What follows belongs to an exercise in optimizing a design on an open flow for small area, a short achievable clock period and few clock cycles; a production flow would make more cautious choices.
Function was not checked in any run shown here: the RTL went through the layout flow alone.
Power figures rest on the tool's default switching activity, not on a simulated workload.

==> flow/design.v <==
package stt_pkg;
  localparam int SLOTS = 16;
  localparam int QD    = 3;    
  localparam logic [1:0] OP_ADD    = 2'd0;
  localparam logic [1:0] OP_CANCEL = 2'd1;
  localparam logic [1:0] OP_TICK   = 2'd2;
  localparam logic [1:0] OP_NONE   = 2'd3;
endpackage
module stt_cell (
  input  logic        clk,
  input  logic        rst_n,
  input  logic        add_sel,     
  input  logic        tick,        
  input  logic        cancel,      
  input  logic [15:0] cancel_id,
  input  logic [23:0] ivl_in,
  input  logic        ivz_in,      
  input  logic        per_in,
  input  logic        rn_in,
  input  logic [15:0] new_id,
  output logic        valid,
  output logic        exp,         
  output logic [15:0] id
);
  logic [23:0] rem_r, ivl_r;
  logic        per_r, zero_r, ivz_r;
  assign exp = valid && zero_r;
  always_ff @(posedge clk) begin
    if (!rst_n)                          valid <= 1'b0;
    else if (add_sel)                    valid <= 1'b1;
    else if (tick && exp && !per_r)      valid <= 1'b0;
    else if (cancel && id == cancel_id)  valid <= 1'b0;
    if (add_sel) begin
      id    <= new_id;
      ivl_r <= ivl_in;
      ivz_r <= ivz_in;
      per_r <= per_in;
    end
    if (add_sel) begin
      rem_r  <= rn_in ? 24'd0 : ivl_in;
      zero_r <= rn_in || ivz_in;
    end else if (tick) begin
      rem_r  <= zero_r ? ivl_r : rem_r - 24'd1;
      zero_r <= zero_r ? ivz_r : (rem_r == 24'd1);
    end
  end
endmodule
module software_timer_table_top (
  input  logic          clk,
  input  logic          rst_n,
  input  logic          in_valid,
  output logic          in_ready,
  input  logic [43:0]   in_data,
  output logic          out_valid,
  input  logic          out_ready,
  output logic [18:0]   out_data
);
  localparam int SLOTS = stt_pkg::SLOTS;
  localparam int QD    = stt_pkg::QD;
  localparam int PW    = (QD > 1) ? $clog2(QD) : 1;
  logic [1:0]  op;
  logic [23:0] ivl_in;
  logic        per_in, rn_in, ivz_in;
  logic [15:0] cid_in;
  assign op     = in_data[43:42];
  assign ivl_in = in_data[41:18];
  assign per_in = in_data[17];
  assign rn_in  = in_data[16];
  assign cid_in = in_data[15:0];
  assign ivz_in = (ivl_in == 24'd0);
  logic [15:0]      next_id_r;
  logic             out_valid_r;
  logic [18:0]      out_data_r;
  logic [QD-1:0]    qv_r;               
  logic [QD-1:0]    qt_r;               
  logic [16:0]      qp_r [QD];          
  logic [PW-1:0]    head_r, tail_r;
  logic [SLOTS-1:0] valid_vec, exp_vec, first_free, add_sel, pend;
  logic [15:0]      ids [SLOTS];
  logic             acc, is_add, is_tick, is_cancel, lock, any_free, qfull;
  always_comb begin
    first_free = '0;
    for (int i = SLOTS - 1; i >= 0; i--)
      if (!valid_vec[i]) first_free = SLOTS'(1) << i;
  end
  assign any_free = !(&valid_vec);
  always_comb begin
    pend = '0;
    for (int k = 0; k < QD; k++)
      if (qv_r[k] && qt_r[k]) pend = pend | qp_r[k][SLOTS-1:0];
  end
  assign lock  = |(first_free & pend);
  assign qfull = &qv_r;
  assign in_ready  = !qfull && !lock;
  assign acc       = in_valid && in_ready;
  assign is_add    = acc && (op == stt_pkg::OP_ADD);
  assign is_tick   = acc && (op == stt_pkg::OP_TICK);
  assign is_cancel = acc && (op == stt_pkg::OP_CANCEL);
  assign add_sel   = is_add ? first_free : '0;
  for (genvar g = 0; g < SLOTS; g++) begin : g_slot
    stt_cell u_slot (
      .clk      (clk),
      .rst_n    (rst_n),
      .add_sel  (add_sel[g]),
      .tick     (is_tick),
      .cancel   (is_cancel),
      .cancel_id(cid_in),
      .ivl_in   (ivl_in),
      .ivz_in   (ivz_in),
      .per_in   (per_in),
      .rn_in    (rn_in),
      .new_id   (next_id_r),
      .valid    (valid_vec[g]),
      .exp      (exp_vec[g]),
      .id       (ids[g])
    );
  end
  logic             hv, ht;
  logic [16:0]      hp;
  always_comb begin
    hv = 1'b0;
    ht = 1'b0;
    hp = '0;
    for (int k = 0; k < QD; k++)
      if (head_r == PW'(k)) begin
        hv = qv_r[k];
        ht = qt_r[k];
        hp = qp_r[k];
      end
  end
  logic [SLOTS-1:0] smask, slow;
  logic [15:0]      sid;
  logic             slast;
  assign smask = hv ? hp[SLOTS-1:0] : exp_vec;
  assign slow  = smask & (~smask + SLOTS'(1));
  assign slast = (smask == slow);
  always_comb begin
    sid = '0;
    for (int i = 0; i < SLOTS; i++) if (slow[i]) sid = sid | ids[i];
  end
  logic        out_free, load_head, load_in, pop, push;
  logic [16:0] ack_pay;
  assign out_free  = !out_valid_r || out_ready;
  assign ack_pay   = {any_free ? next_id_r : 16'd0, !any_free};
  assign load_head = out_free && hv;
  assign load_in   = out_free && !hv;
  assign pop       = load_head && (!ht || slast);
  assign push      = is_add ? !load_in : (is_tick && |exp_vec && !(load_in && slast));
  always_ff @(posedge clk) begin
    if (!rst_n) begin
      next_id_r   <= '0;
      out_valid_r <= 1'b0;
      qv_r        <= '0;
      head_r      <= '0;
      tail_r      <= '0;
    end else begin
      if (is_add && any_free) next_id_r <= next_id_r + 16'd1;
      if (out_free)
        out_valid_r <= hv || is_add || (is_tick && |exp_vec);
      if (pop) begin
        qv_r[head_r] <= 1'b0;
        head_r       <= (head_r == PW'(QD - 1)) ? '0 : head_r + PW'(1);
      end
      if (push) begin
        qv_r[tail_r] <= 1'b1;
        tail_r       <= (tail_r == PW'(QD - 1)) ? '0 : tail_r + PW'(1);
      end
    end
    if (load_head) begin
      if (ht) out_data_r <= {1'b1, sid, 1'b0, slast};
      else    out_data_r <= {1'b0, hp[16:1], hp[0], 1'b1};
    end else if (load_in) begin
      if (is_add) out_data_r <= {1'b0, ack_pay[16:1], ack_pay[0], 1'b1};
      else        out_data_r <= {1'b1, sid, 1'b0, slast};
    end
    if (load_head && ht) qp_r[head_r] <= hp & ~{1'b0, slow};
    if (push) begin
      qt_r[tail_r] <= !is_add;
      qp_r[tail_r] <= is_add ? ack_pay : {1'b0, load_in ? exp_vec & ~slow : exp_vec};
    end
  end
  assign out_valid = out_valid_r;
  assign out_data  = out_data_r;
endmodule
==> flow/run.sh <==
#!/bin/bash
# synth_recipe.tcl (not shown) runs the flow's synth.tcl, then flattens the netlist and writes it again
# the make line also repeats each setting of config.mk as NAME=value (left out here)
make -C /OpenROAD-flow-scripts/flow DESIGN_CONFIG=/design/flow/config.mk WORK_HOME=/design/flow/orfs CLKGATE_MAP_FILE= SYNTH_SCRIPT=/design/flow/synth_recipe.tcl finish
==> flow/config.mk <==
export PLATFORM = sky130hd
export DESIGN_NAME = software_timer_table_top
export DESIGN_NICKNAME = software_timer_table_top
export VERILOG_FILES = /design/flow/design.v
export SDC_FILE = /design/flow/constraint.sdc
export NUM_CORES = 4
export LEC_CHECK = 0
export CAP_MARGIN = 20
export CORE_MARGIN = 2
export CORE_UTILIZATION = 40
export SLEW_MARGIN = 20
==> flow/constraint.sdc <==
create_clock -name core_clock -period 7.0 [get_ports {clk}]
set_input_delay 1.4000 -clock core_clock [delete_from_list [all_inputs] [get_ports {clk}]]
set_output_delay 1.4000 -clock core_clock [all_outputs]
set_load 0.01 [all_outputs]
==> flow_summary.ini, run 1 <==
[outcome]
status = no timing/DRC/antenna violations

[route]
drc = 0
vias = 41760
drt_iter0_drc = 5923
antenna_left = 0
finalWirelength_mm = 193.6
wire_per_inst_microns = 27.94
drtPass1Iterations = 9
via_per_inst = 6.025

[clock_tree]
cts_buffers = 121
cts_sinks = 1185
path_clk_slew_ns = 0.07
postCtsHoldBufs = 0
clock_latency_ns = 0.74
post-cts-setup-buffer-count = 0
cts_tree = done
htreeDepth = 3
clockRootBuffer = clkbuf_16
cts.path.max_buffers = 3
cts_resized = 0

[die]
core_sq_um = 147500
io_pins = 69
rows = 141
die_x_microns = 389.2
dieHeight_microns = 389.2
die-area_sq_um = 151500
initial_core_util = 0.4025

[sta]
slew-limit-headroom = 0.1904
setup_violations = 0
post-route-period-util = 0.8123
tns_ns = 0
setup_ws_ns = 1.314
final_max_slew_viol_count = 0
rsz0062_at_grt = no
max_freq_mhz = 175.9
tightest_slew_ns = 1.203
fin_skew_ns = 0.01808
min_period_ns = 5.686
hold_viol_final = 0

[yosys]
synth_top_area_frac = 0.5792
synthTopCellsByArea = edfxtp_1 58%, mux2i_1 7.0%, xnor2_1 6.3%, a21oi_1 3.4%, nor2_1 2.1%
async_flop_share = 0
ys_ff_latch = 1185
seq_area_frac_synth = 0.5927
postSynthCellCount = 4879
syn_nets = 4963
syn_area_sq_um = 59360
postSynthAreaPerCell_sq_um = 12.17
yosys_most_used_dff = edfxtp_1
synth_largest_area_cell = edfxtp_1
synth_cell_type_count = 97
synth_warnings = 3
synth_enable_flop_cells = 1145

[worst_setup_path]
cp_slowest_cell = clkdlybuf4s50_1
cp-start-kind = flip-flop
r2r_setup_slack_ns = 1.84
slowest_delay_ns = 0.75
crit_fanout = 13
arrival_ns = 4.29
crit_chain = and2_1, a221oi_1, o311ai_0, o21a_1, and2b_1, clkdlybuf4s50_1
end_kind = output port
critical_path_required_ns = 5.60
worstSetupPathType = flip-flop to output port

[power]
power_density_nw_per_um2 = 230.8
p_total_mw = 15.25
p_leak_nw = 20.63
peakVddDrop_uv = 177.2

[cells_and_area]
final_common_cell = edfxtp_1
fill_cells = 13386
nets = 4983
mostFrequentLayoutCells = 1145 x edfxtp_1, 429 x xnor2_1, 415 x mux2i_1, 407 x a21oi_1, 327 x nor2_1
drive_gt1_frac = 0.08920
syn_to_final_growth_pct = 11.30

[placed_design]
io_buffers = 68
place_congestion = 0.9875
dp_hpwl_mm = 116.3
place_ws_ns = 1.716

[grt]
grt_use_total = 0.2486
grt_pass1_vias = 38949
grt_max_degree = 72
grt_pass1_wl_mm = 275.6
antenna_found_initial = 11
grt-ovfl-total = 0

[hold_path]
hp-class = flip-flop to flip-flop

[run]
max_cap_violations = 0
==> layer usage <==
layer | wire, microns | vias to the layer above | global-route usage
met5 | 0 | - | 0
met4 | 8669 | 0 | 0.09894
met3 | 17430 | 404 | 0.03705
met2 | 88000 | 2095 | 0.3908
met1 | 79540 | 20723 | 0.3458
li1 | - | 18538 | -
==> critical path, delay by kind of cell, from the launching register on <==
kind,cells,cell delay [ns]
simple gates,2,0.83
compound gates,3,1.26
buf+inv,1,0.75
flops,1,0.69
==> sequential cells by signal, summed over array words and instances, names as in the netlist, 19 cells and up <==
name	count
g_slot.u_slot.ivl_r	384
qp_r	51
g_slot.u_slot.rem_r	384
out_data_r	19
g_slot.u_slot.id	256
==> final cells by class <==
class,instances,area [sq um],share of cell area
sequential,1185,35180,0.5325
multi-input combinational,3314,22680,0.3432
clock buffer,164,3343,0.05060
tap,1930,2415,0.03655
timing repair buffer,203,1604,0.02428
clock inverter,60,566.8,0.008579
inverter,74,277.8,0.004204
antenna,1,2.502,0.00003788
==> power by group <==
group / switching (mW) / internal, mW / leakage [nW] / total [mW]
combinational: 0.586 / 0.237 / 7.58 / 0.824
sequential: 0.0759 / 7.84 / 11.1 / 7.91
clock: 2.82 / 3.69 / 1.92 / 6.51
total: 3.48 / 11.8 / 20.6 / 15.3
==> Yosys cell counts, types with 17 or more instances <==
library cell,count
nor4_1,107
a32oi_1,19
xnor2_1,429
nor2_1,335
nor3_1,129
a222oi_1,49
nand2_1,279
o21ai_0,178
a22oi_1,20
inv_1,74
and3_1,28
or2_2,32
buf_2,43
o31ai_1,25
a31oi_1,18
a22o_1,28
a21oi_1,407
o2bb2ai_1,17
dfxtp_1,40
ha_1,36
or4_1,49
nand4_1,93
edfxtp_1,1145
a211oi_1,45
clkbuf_1,217
or3_1,77
buf_4,23
nand3_1,80
mux2i_1,415
xor2_1,107
nand3b_1,18
nand2b_1,59
==> metrics by stage <==
stage | hold WS [ns] | area [sq um] | util | std cells
final | 0.4765 | 66070 | 0.4480 | 6931
after global routing | 0.5023 | 66070 | 0.4480 | 6930
after CTS | 0.4772 | 66070 | 0.4480 | 6930
after detailed placement | 0.4682 | 62160 | 0.4214 | 6706
after global placement | 0.4525 | 62150 | 0.4214 | 6705
after floorplan | 0.4548 | 59360 | - | 4879
==> cell families after synthesis <==
group | share of synthesized area
flip-flops | 0.5927
AO/OA/AOI/OAI | 0.1009
buffers and inverters | 0.02858
adder cells (fa/ha/maj) | 0.007925
XOR/XNOR | 0.07909
AND/OR/NAND/NOR | 0.1177
multiplexers | 0.07306
==> path summary, 6_finish.rpt <==
kind            startpoint             to  depth (start not counted)
max                qt_r[2]       in_ready                          6
min          next_id_r[14]  next_id_r[14]                          2
max reg2reg      head_r[0]    qp_r[2][10]                         12
min reg2reg  next_id_r[14]  next_id_r[14]                          2
==> run 2, diff against run 1 <==
--- a/flow/design.v
+++ b/flow/design.v
@@ -20,4 +20,5 @@
   input  logic [15:0] new_id,
   output logic        valid,
+  output logic        valid_nxt,   
   output logic        exp,         
   output logic [15:0] id
@@ -26,9 +27,13 @@
   logic        per_r, zero_r, ivz_r;
   assign exp = valid && zero_r;
+  always_comb begin
+    if (!rst_n)                          valid_nxt = 1'b0;
+    else if (add_sel)                    valid_nxt = 1'b1;
+    else if (tick && exp && !per_r)      valid_nxt = 1'b0;
+    else if (cancel && id == cancel_id)  valid_nxt = 1'b0;
+    else                                 valid_nxt = valid;
+  end
   always_ff @(posedge clk) begin
-    if (!rst_n)                          valid <= 1'b0;
-    else if (add_sel)                    valid <= 1'b1;
-    else if (tick && exp && !per_r)      valid <= 1'b0;
-    else if (cancel && id == cancel_id)  valid <= 1'b0;
+    valid <= valid_nxt;
     if (add_sel) begin
       id    <= new_id;
@@ -76,6 +81,7 @@
   logic [16:0]      qp_r [QD];          
   logic [PW-1:0]    head_r, tail_r;
-  logic [SLOTS-1:0] valid_vec, exp_vec, first_free, add_sel, pend;
+  logic [SLOTS-1:0] valid_vec, exp_vec, first_free, add_sel;
   logic [15:0]      ids [SLOTS];
+  logic [SLOTS-1:0] valid_nxt;
   logic             acc, is_add, is_tick, is_cancel, lock, any_free, qfull;
   always_comb begin
@@ -85,10 +91,6 @@
   end
   assign any_free = !(&valid_vec);
-  always_comb begin
-    pend = '0;
-    for (int k = 0; k < QD; k++)
-      if (qv_r[k] && qt_r[k]) pend = pend | qp_r[k][SLOTS-1:0];
-  end
-  assign lock  = |(first_free & pend);
+  logic [SLOTS-1:0] lock_r;
+  assign lock  = |lock_r;
   assign qfull = &qv_r;
   assign in_ready  = !qfull && !lock;
@@ -112,4 +114,5 @@
       .new_id   (next_id_r),
       .valid    (valid_vec[g]),
+      .valid_nxt(valid_nxt[g]),
       .exp      (exp_vec[g]),
       .id       (ids[g])
@@ -147,4 +150,26 @@
   assign pop       = load_head && (!ht || slast);
   assign push      = is_add ? !load_in : (is_tick && |exp_vec && !(load_in && slast));
+  logic [QD-1:0]    qv_nxt, qt_nxt;
+  logic [16:0]      qp_nxt [QD];
+  logic [SLOTS-1:0] pend_nxt;
+  always_comb begin
+    qv_nxt = qv_r;
+    qt_nxt = qt_r;
+    for (int k = 0; k < QD; k++) qp_nxt[k] = qp_r[k];
+    if (load_head && ht) qp_nxt[head_r] = hp & ~{1'b0, slow};
+    if (pop) qv_nxt[head_r] = 1'b0;
+    if (push) begin
+      qv_nxt[tail_r] = 1'b1;
+      qt_nxt[tail_r] = !is_add;
+      qp_nxt[tail_r] = is_add ? ack_pay : {1'b0, load_in ? exp_vec & ~slow : exp_vec};
+    end
+    pend_nxt = '0;
+    for (int k = 0; k < QD; k++)
+      if (qv_nxt[k] && qt_nxt[k]) pend_nxt = pend_nxt | qp_nxt[k][SLOTS-1:0];
+  end
+  always_ff @(posedge clk) begin
+    if (!rst_n) lock_r <= '0;
+    else        lock_r <= pend_nxt & ~valid_nxt;
+  end
   always_ff @(posedge clk) begin
     if (!rst_n) begin
@@ -158,12 +183,7 @@
       if (out_free)
         out_valid_r <= hv || is_add || (is_tick && |exp_vec);
-      if (pop) begin
-        qv_r[head_r] <= 1'b0;
-        head_r       <= (head_r == PW'(QD - 1)) ? '0 : head_r + PW'(1);
-      end
-      if (push) begin
-        qv_r[tail_r] <= 1'b1;
-        tail_r       <= (tail_r == PW'(QD - 1)) ? '0 : tail_r + PW'(1);
-      end
+      qv_r <= qv_nxt;
+      if (pop)  head_r <= (head_r == PW'(QD - 1)) ? '0 : head_r + PW'(1);
+      if (push) tail_r <= (tail_r == PW'(QD - 1)) ? '0 : tail_r + PW'(1);
     end
     if (load_head) begin
@@ -174,9 +194,6 @@
       else        out_data_r <= {1'b1, sid, 1'b0, slast};
     end
-    if (load_head && ht) qp_r[head_r] <= hp & ~{1'b0, slow};
-    if (push) begin
-      qt_r[tail_r] <= !is_add;
-      qp_r[tail_r] <= is_add ? ack_pay : {1'b0, load_in ? exp_vec & ~slow : exp_vec};
-    end
+    qt_r <= qt_nxt;
+    for (int k = 0; k < QD; k++) qp_r[k] <= qp_nxt[k];
   end
   assign out_valid = out_valid_r;
--- a/flow/config.mk
+++ b/flow/config.mk
@@ -8,4 +8,6 @@
 export CAP_MARGIN = 20
 export CORE_MARGIN = 2
-export CORE_UTILIZATION = 40
+export CORE_UTILIZATION = 55
+export SETUP_SLACK_MARGIN = 4.2
 export SLEW_MARGIN = 20
+export TNS_END_PERCENT = 10
==> run 2 against run 1 <==
Highest routed layer is now met5. Cell area rose by 12%. Final cell count rose by 6.9%. Largest cell class unchanged. Clock skew rose by 0.010 ns. Synthesized cell count rose by 12%. Still clean on timing, DRC and antenna. Sequential share of layout area fell by 5.8 points. Die area fell by 27%. Utilization rose by 24 points. Clock power rose by 8.4%.
==> flow_summary.ini, run 2 <==
[sta]
slew-limit-headroom = 0.1920
tightest_slew_ns = 1.210
post-route-period-util = 0.5490
rsz0062_at_grt = yes
setup_violations = 0
min_period_ns = 3.843
tns_ns = 0
fin_skew_ns = 0.02814
max_freq_mhz = 260.2
final_max_slew_viol_count = 0
hold_viol_final = 0

[yosys]
yosys_most_used_dff = edfxtp_1
synth_warnings = 7
synth_top_area_frac = 0.5491
synth_most_common_cell = edfxtp_1
synth_cell_type_count = 87
synth_largest_area_cell = edfxtp_1
ys_ff_latch = 1201
syn_area_sq_um = 59660
synth_common_cells = 1091 x edfxtp_1, 867 x nand2_1, 713 x o21ai_0, 340 x xor2_1, 303 x clkbuf_1
syn_nets = 5567
synth_enable_flop_cells = 1091
postSynthAreaPerCell_sq_um = 10.88
async_flop_share = 0
postSynthCellCount = 5483
seq_area_frac_synth = 0.5860
synthTopCellsByArea = edfxtp_1 55%, o21ai_0 6.0%, nand2_1 5.5%, xor2_1 5.0%, xnor2_1 3.7%

[worst_setup_path]
r2r-end = lock_r[3]
cp_slowest_cell = o31ai_4
timing.rr.start = head_r[0]
crit_chain = buf_12, buf_12, mux2i_4, o2bb2ai_4, o31ai_4, buf_4, a31oi_4, o22ai_2, and4_4, buf_8, o32a_1, buf_6, mux2_4, nor2b_1, o31a_1
cp_common_cell = buf_12
cpLargestDelayFamily = compound AO/OA/AOI/OAI gates
arrival_ns = 4.48
r2r_setup_slack_ns = 3.16
end_kind = flip-flop
worstSetupPathType = flip-flop to flip-flop
slowest_delay_ns = 0.50
cp-start-kind = flip-flop
critical_path_required_ns = 7.64
crit_fanout = 8
r2r_cells = 15
crit_buf_inv = 5

[placed_design]
place_congestion = 0.9589
post_dp_cell_area_sq_um = 62330
io_buffers = 68
dp_hpwl_mm = 127.2
placed_cells = 6782

[route]
finalWirelength_mm = 226.7
drc = 0
drtPass1Iterations = 8
wire_per_inst_microns = 30.61
antenna_left = 0
via_per_inst = 6.604
vias = 48909
drt_iter0_drc = 7421

[cells_and_area]
nets = 5981
mostFrequentLayoutCells = 1091 x edfxtp_1, 852 x nand2_1, 664 x o21ai_0, 359 x buf_4, 340 x xor2_1
syn_to_final_growth_pct = 23.50
top_regs = g_slot.u_slot.ivl_r (384), g_slot.u_slot.rem_r (384), g_slot.u_slot.id (256)
final_common_cell = edfxtp_1
postLayoutCellArea_sq_um = 73680
drive_gt1_frac = 0.1992
final_core_util = 0.6863
final-instance-count-excl-fill = 7406

[die]
io_pins = 69
initial_core_util = 0.5558
dieHeight_microns = 333.4
rows = 120
core_sq_um = 107400
die-area_sq_um = 111100
die_x_microns = 333.4

[grt]
grt_use_total = 0.3830
grt_max_degree = 55
grt-ovfl-total = 0
antenna_found_initial = 14
grt_pass1_vias = 43718
grt_pass1_wl_mm = 306.2

[clock_tree]
clock_latency_ns = 0.78
cts_tree = done
cts_buffers = 134
cts_sinks = 1201
htreeDepth = 4
cts.path.max_buffers = 3
path_clk_slew_ns = 0.07
clockRootBuffer = clkbuf_16

[power]
p_leak_nw = 26.05
peakVddDrop_uv = 207.7
power_density_nw_per_um2 = 217.7

[outcome]
status = no timing/DRC/antenna violations

[hold_path]
hp-start = qp_r[2][16]
holdPathEnd = qp_r[2][16]
whs_path_depth = 2
hp-class = flip-flop to flip-flop

[run]
max_cap_violations = 0
-- run 2: metal layers --
layer / up-vias / global-route usage / share of wire
met4: 2 / 0.2277 / 0.073
li1: 21081 / - / -
met5: - / 0 / 0.000035
met3: 804 / 0.06419 / 0.11
met1: 23710 / 0.5047 / 0.37
met2: 3312 / 0.5989 / 0.45
-- run 2: repair_timing --
action,in CTS,in global routing
gates cloned,30,33
gates resized for setup,321,513
hold buffers,0,0
endpoints found under the setup margin,1613,1498
pin swaps,89,157
buffers inserted,119,200
-- run 2: how the worst max path moves through the flow --
stage | start | endpoint | cells past startpoint
final | head_r[0] | lock_r[3] | 15
after global routing | head_r[0] | lock_r[2] | 15
after CTS | head_r[0] | lock_r[1] | 14
after detailed placement | in_data[43] | lock_r[3] | 10
after global placement | head_r[0] | lock_r[0] | 12
after floorplan | in_data[42] | g_slot[15].u_slot.rem_r[0] | 6
-- run 2: report_power, final --
| group | switching (mW) | internal (mW) |
|---|---|---|
| Clock | 2.93 | 4.13 |
| Sequential | 0.0897 | 7.89 |
| Combinational | 0.676 | 0.326 |
| Total | 3.70 | 12.3 |
-- run 2: cell families (layout without fill, tap and decap cells) --
logic type | after synthesis | after routing | share of synthesized area
DFF | 1201 | 1201 | 0.5860
AOI/OAI and AO/OA | 1272 | 1273 | 0.1285
xor gates and xnor gates | 593 | 593 | 0.08705
buffers and inverters | 409 | 894 | 0.02710
adders and majority gates | 39 | 39 | 0.008053
other | 0 | 9 | 0
muxes | 97 | 97 | 0.01661
and+or+nand+nor | 1872 | 1897 | 0.1466
-- run 2: layout make-up --
type | instances | area (sq um)
Clock buffer | 176 | 3719
Multi-Input combinational cell | 3899 | 26280
Clock inverter | 57 | 575.6
Sequential cell | 1201 | 34980
Fill cell | 7906 | 33670
Inverter | 68 | 270.3
Antenna cell | 9 | 22.52
Tap cell | 1403 | 1755
Timing Repair Buffer | 593 | 6076
-- run 2: worst min-delay path, cell delays in order (launching register included) --
cell,delay (ns)
dfxtp_1,0.33
nand2_1,0.04
o21ai_0,0.06
-- run 2: per-stage QoR --
step           worst slack [ns]  hold slack [ns]  total power [mW]
6_report                  3.157           0.4621             16.04
5_1_grt                   3.133           0.4883             16.38
4_1_cts                   3.317           0.4682             15.92
3_5_place_dp              1.527           0.4556             8.942
3_3_place_gp              1.566           0.4496             8.934
2_1_floorplan             1.819           0.4099             8.507

==> re-timing with driven ports <==
Ports are ideal in the flow. The routed layouts listed here were re-timed in OpenROAD. Step 1 (the two cells are an assumption about what drives the block):
set clk [get_ports {clk}]
set_driving_cell -lib_cell sky130_fd_sc_hd__clkbuf_16 $clk
set_driving_cell -lib_cell sky130_fd_sc_hd__buf_2 [delete_from_list [all_inputs] $clk]
Step 2, shift: input delay + t, output delay - t, t = (earliest + latest rising clock arrival at the registers) / 2. This alone moves slack from input paths to output paths. Slacks: ideal / step 1 / step 2; pairs: ideal / step 1.
run	t (ns)	setup WS [ns]	worst register clock-pin slew, ns	worst data-port slew with drivers (ns)	cell pins on the clock port's net
run 1	0.821	1.314 / 1.228 / 1.622	0.07 / 0.07	0.07	1
run 2	0.837	3.157 / 3.157 / 2.611	0.07 / 0.07	0.12	1
After both steps every run listed still meets setup and hold. For run 2, which loses most, drivers alone change the setup slack by 0.000 ns; drivers and shift together by -0.546 ns.
